This is an optimization exercise on Yosys and OpenROAD, whose aim is small area and few clock cycles per item, not a production implementation.
Only simulation tests tie the RTL to the original design; equivalence was not proved.
The clock port is modelled as an ideal driver; clocking choices that lean on that would not hold on a real chip.

==> flow/design.v (excerpt) <==
module dot_prod_top #(
   parameter int sample_w = dot_pkg::sample_w,
   parameter int prod_w   = dot_pkg::prod_w,
   parameter int sum_w    = dot_pkg::sum_w,
   parameter int out_w    = dot_pkg::out_w,
   parameter int dot_len  = dot_pkg::dot_len
) (
   input  logic                       clk,
   input  logic                       rst_n_i,
   input  logic                       req_i,
   input  logic signed [sample_w-1:0] xi_i,
   input  logic signed [sample_w-1:0] xq_i,
   input  logic signed [sample_w-1:0] yi_i,
   input  logic signed [sample_w-1:0] yq_i,
   input  logic                       res_ack_i,
   output logic                       ack_o,
   output logic                       res_req_o,
   output logic signed [out_w-1:0]    res_i_o,
   output logic signed [out_w-1:0]    res_q_o
);
   localparam int acc_w = 2 * sample_w + 3;        
   localparam int shift = sum_w - out_w;           
   localparam int res_w = acc_w - shift;           
   localparam logic [acc_w-1:0] acc_init = 27'd78307328;
   logic req_s1, req_s2;
   logic ack_s1, ack_s2;
   logic [sample_w-1:0] r0, r1, r2, r3;
   logic [1:0] kph;       
   logic       a_is_i;    
   logic       pend;      
   logic [1:0] mcnt;      
   logic [2:0] bcnt;      
   logic       res_full;  
   logic       act;       
   logic       clr;       
   logic       sub;       
   logic       cap, last_step, blk_done;
   logic       ack_n, pend_n, res_full_n, res_req_n, acc_free_n;
   logic       act_n, clr_n, sub_n;
   logic [1:0] mcnt_n, kph_n;
   logic [2:0] bcnt_n;
   logic [acc_w-1:0] acc_a, acc_b, base, sum;
   always_ff @(posedge clk or negedge rst_n_i) begin
      if (!rst_n_i) begin
         req_s1 <= 1'b0;
         req_s2 <= 1'b0;
         ack_s1 <= 1'b0;
         ack_s2 <= 1'b0;
      end else begin
         req_s1 <= req_i;
         req_s2 <= req_s1;
         ack_s1 <= res_ack_i;
  ...
Size: ~680 cells after synthesis, about 120 flip-flops.
clock: 8.0 ns
lec_check: 0
cap_margin: 20
core_margin: 2
core_utilization: 40
slew_margin: 20
standard.sh (not shown) runs the stock make flow with config.mk's settings and CLKGATE_MAP_FILE= SYNTH_SCRIPT=/design/flow/synth_recipe.tcl, a recipe that flattens the netlist after the stock synthesis.
==> flow/flow/run.sh <==
#!/bin/bash
# Layout flow: the standard flow (standard.sh) with three changes that
# only affect cell choice, not the design or its constraints:
#  - ABC maps the synthesized logic with an area-oriented script
#    (flow/abc_area_nf.script) instead of the speed script; synthesis is
#    otherwise synth_recipe.tcl unchanged (same passes, flatten, renames);
#  - the port buffers that ORFS inserts are sky130_fd_sc_hd__buf_1;
#  - the clock tree uses the buffers in flow/cts_buf and no dummy loads.
# make's output goes to standard.log here; each tool's full log is under
# orfs/logs.
set -euo pipefail
here=$(pwd)
{
  printf 'proc abc {args} {\n'
  printf '  set i [lsearch -exact $args -script]\n'
  printf '  if {$i >= 0} { lset args [expr {$i + 1}] %s/flow/abc_area_nf.script }\n' "$here"
  printf '  yosys abc {*}$args\n'
  printf '}\n'
  cat synth_recipe.tcl
} > my_synth.tcl
sed "s#SYNTH_SCRIPT=[^ ]*#SYNTH_SCRIPT=$here/my_synth.tcl#" standard.sh > my_standard.sh
grep -q "SYNTH_SCRIPT=$here/my_synth.tcl" my_standard.sh
# optional extra arguments for yosys synth (flow/synth_args), e.g. -noabc
# to leave the fine-grained logic to extract_fa and the final ABC run.
if [[ -s flow/synth_args ]]; then export SYNTH_ARGS="$(cat flow/synth_args)"; fi
export BUFFER_PORTS_ARGS="-buffer_cell sky130_fd_sc_hd__buf_1"
export CTS_ARGS="-sink_clustering_enable -repair_clock_nets -dont_use_dummy_load -buf_list {$(cat flow/cts_buf)}"
bash my_standard.sh > standard.log 2>&1
==> flow/flow/abc_area_nf.script <==
&get -n
&st
&dch
&nf -a
&put
topo
stime -c
==> flow/flow/cts_buf <==
sky130_fd_sc_hd__clkbuf_8
==> flow/flow/synth_args <==
-noabc
The starting point went through all stages and came out clean.
Testbench counts at the start, summed over its fixed seeds: cycles 9,612, results 320.
Change:
--- a/flow/flow/run.sh
+++ b/flow/flow/run.sh
@@ -8 +8,2 @@
-#  - the clock tree uses the buffers in flow/cts_buf and no dummy loads.
+#  - clock_tree_synthesis gets the arguments in flow/cts_args (small clock
+#    buffers, no dummy loads).
@@ -27 +28 @@
-export CTS_ARGS="-sink_clustering_enable -repair_clock_nets -dont_use_dummy_load -buf_list {$(cat flow/cts_buf)}"
+export CTS_ARGS="$(cat flow/cts_args)"
==> flow/flow/cts_args (new file) <==
-sink_clustering_enable -repair_clock_nets -dont_use_dummy_load -buf_list {sky130_fd_sc_hd__clkbuf_8}
- CORE_UTILIZATION: 40 -> 65
removed: flow/flow/cts_buf
First-iteration DRC count came out lower by 31%.
Non-clock buffer count fell by 3.
Flip-flop and latch count stays the same.
Fmax is lower by 3.0%.
Clock-buffer cell count does not change.
Critical path depth drops by 2.

---

== wip/sierra ==
dot_prod_top, a different RTL version from the one above (not shown whole).
For scale: ~620 cells after synthesis, roughly 120 flip-flops, about 100 I/O pins, roughly 7700 um2 of cells after synthesis.
// dot_prod_top
module dot_prod_top #(
   parameter int sample_w = dot_pkg::sample_w,
   parameter int prod_w   = dot_pkg::prod_w,
   parameter int sum_w    = dot_pkg::sum_w,
   parameter int out_w    = dot_pkg::out_w,
   parameter int dot_len  = dot_pkg::dot_len
) (
   input  logic                       clk,
   input  logic                       rst_n_i,
   input  logic                       req_i,
   input  logic signed [sample_w-1:0] xi_i,
   input  logic signed [sample_w-1:0] xq_i,
   input  logic signed [sample_w-1:0] yi_i,
   input  logic signed [sample_w-1:0] yq_i,
   input  logic                       res_ack_i,
   output logic                       ack_o,
   output logic                       res_req_o,
   output logic signed [out_w-1:0]    res_i_o,
   output logic signed [out_w-1:0]    res_q_o
);
==> flow/config.mk <==
export PLATFORM = sky130hd
export DESIGN_NAME = dot_prod_top
export DESIGN_NICKNAME = dot_prod_top
export VERILOG_FILES = /design/flow/design.v
export SDC_FILE = /design/flow/constraint.sdc
export NUM_CORES = 4
export LEC_CHECK = 0
export CAP_MARGIN = 20
export CORE_MARGIN = 2
export CORE_UTILIZATION = 60
export PLACE_DENSITY = 0.75
export SLEW_MARGIN = 20
==> flow/constraint.sdc <==
create_clock -name core_clock -period 8.0 [get_ports {clk}]
set_input_delay 1.6000 -clock core_clock [delete_from_list [all_inputs] [get_ports {clk}]]
set_output_delay 1.6000 -clock core_clock [all_outputs]
set_load 0.01 [all_outputs]
==> flow/flow/run.sh <==
#!/bin/bash
# Layout flow: the standard flow (standard.sh) with three changes that
# only affect cell choice, not the design or its constraints:
#  - ABC maps the synthesized logic with an area-oriented script
#    (flow/abc_area_nf.script) instead of the speed script; synthesis is
#    otherwise synth_recipe.tcl unchanged (same passes, flatten, renames);
#  - the port buffers that ORFS inserts are sky130_fd_sc_hd__buf_1;
#  - clock_tree_synthesis gets the arguments in flow/cts_args (small clock
#    buffers, no dummy loads).
# make's output goes to standard.log here; each tool's full log is under
# orfs/logs.
set -euo pipefail
here=$(pwd)
{
  printf 'proc abc {args} {\n'
  printf '  set i [lsearch -exact $args -script]\n'
  printf '  if {$i >= 0} { lset args [expr {$i + 1}] %s/flow/abc_area_nf.script }\n' "$here"
  printf '  yosys abc {*}$args\n'
  printf '}\n'
  cat synth_recipe.tcl
} > my_synth.tcl
sed "s#SYNTH_SCRIPT=[^ ]*#SYNTH_SCRIPT=$here/my_synth.tcl#" standard.sh > my_standard.sh
grep -q "SYNTH_SCRIPT=$here/my_synth.tcl" my_standard.sh
# optional extra arguments for yosys synth (flow/synth_args), e.g. -noabc
# to leave the fine-grained logic to extract_fa and the final ABC run.
if [[ -s flow/synth_args ]]; then export SYNTH_ARGS="$(cat flow/synth_args)"; fi
export BUFFER_PORTS_ARGS="-buffer_cell sky130_fd_sc_hd__buf_1"
export CTS_ARGS="$(cat flow/cts_args)"
bash my_standard.sh > standard.log 2>&1
==> flow/flow/cts_args <==
-sink_clustering_enable -repair_clock_nets -dont_use_dummy_load -buf_list {sky130_fd_sc_hd__clkbuf_4} -sink_clustering_size 10 -sink_clustering_max_diameter 60 -sink_clustering_levels 1
Scripts as last shown in full above: flow/flow/abc_area_nf.script, flow/flow/synth_args
Testbench counts of wip/sierra, summed over its fixed seeds: cycles 9,612, results 320.
Changes in wip/tundra relative to wip/sierra:
- a deleted PLACE_DENSITY that had been 0.75
- a change of CORE_UTILIZATION from 60 to 40
--- a/flow/flow/run.sh
+++ b/flow/flow/run.sh
@@ -21,3 +21,4 @@
 } > my_synth.tcl
-sed "s#SYNTH_SCRIPT=[^ ]*#SYNTH_SCRIPT=$here/my_synth.tcl#" standard.sh > my_standard.sh
+# also: the buffers synthesis puts on pass-through outputs are buf_1.
+sed -e "s#SYNTH_SCRIPT=[^ ]*#SYNTH_SCRIPT=$here/my_synth.tcl MIN_BUF_CELL_AND_PORTS='sky130_fd_sc_hd__buf_1 A X'#" standard.sh > my_standard.sh
 grep -q "SYNTH_SCRIPT=$here/my_synth.tcl" my_standard.sh
### Flow results
- Result: PASS for each of wip/tundra and wip/sierra
- Higher effective utilization at floorplan was reported by wip/sierra, not wip/tundra.
- Clock skew was lower in the run labelled wip/tundra.
- In the reports for wip/tundra and wip/sierra, the smaller overall routing resource usage belongs to wip/tundra.
What wip/xenon does differently from wip/tundra at the input level:
--- a/flow/flow/run.sh
+++ b/flow/flow/run.sh
@@ -21,4 +21,3 @@
 } > my_synth.tcl
-# also: the buffers synthesis puts on pass-through outputs are buf_1.
-sed -e "s#SYNTH_SCRIPT=[^ ]*#SYNTH_SCRIPT=$here/my_synth.tcl MIN_BUF_CELL_AND_PORTS='sky130_fd_sc_hd__buf_1 A X'#" standard.sh > my_standard.sh
+sed "s#SYNTH_SCRIPT=[^ ]*#SYNTH_SCRIPT=$here/my_synth.tcl#" standard.sh > my_standard.sh
 grep -q "SYNTH_SCRIPT=$here/my_synth.tcl" my_standard.sh
==> flow/flow/abc_area_nf.script <==
strash
dch -f
amap
topo
stime -c
==> flow/flow/cts_args <==
-sink_clustering_enable -repair_clock_nets -dont_use_dummy_load -buf_list {sky130_fd_sc_hd__clkbuf_8}
Findings:
The run with more setup slack is wip/tundra; wip/xenon has less. The sequential share of layout area number comes out lower for wip/tundra vs wip/xenon. Number of search-and-repair iterations in the first detailed-routing pass ends up lower on wip/xenon. The lower simple logic cell fraction of the synthesized area came out of wip/tundra. In wip/xenon, routed length per placed instance is lower than in wip/tundra. Taking wip/tundra as the reference, in wip/xenon critical-path maximum fanout lower, layout net count higher, final area lower, register-to-register slack lower, worst hold slack higher. Shortest clock period the worst path allows after layout on wip/xenon is behind wip/tundra.

afterwards: timing with drivers on the ports:
The flow's constraints put no driver on any port. The routed layouts listed below were extracted and timed again, unchanged, in two steps.
Step 1 assumes that a clkbuf_16 drives the clock port and a buf_2 every other input.
Step 2 adds t to the input delays and takes it off the output delays; t is the mean of the earliest and latest rising clock arrival at the registers after step 1. Input paths then give back, and output paths get back, about the clock's delay inside the block.
Three values: no drivers, after step 1, after step 2; two values: the first two.
run	t, ns	setup WS [ns]	worst hold slack (ns)	clock arrival spread, ns
the first run of note 1	0.469	0.656 / 0.656 / 0.656	0.320 / 0.320 / 0.320	0.038 / 0.038
the second run of note 1	0.469	0.431 / 0.431 / 0.431	0.326 / 0.326 / 0.326	0.036 / 0.035
wip/sierra	0.558	0.561 / 0.561 / 0.561	0.322 / 0.322 / 0.322	0.051 / 0.051
wip/tundra	0.550	0.777 / 0.777 / 0.777	0.310 / 0.310 / 0.310	0.042 / 0.042
wip/xenon	0.482	0.541 / 0.541 / 0.541	0.322 / 0.322 / 0.322	0.030 / 0.029
After both steps every run listed still meets setup and hold.
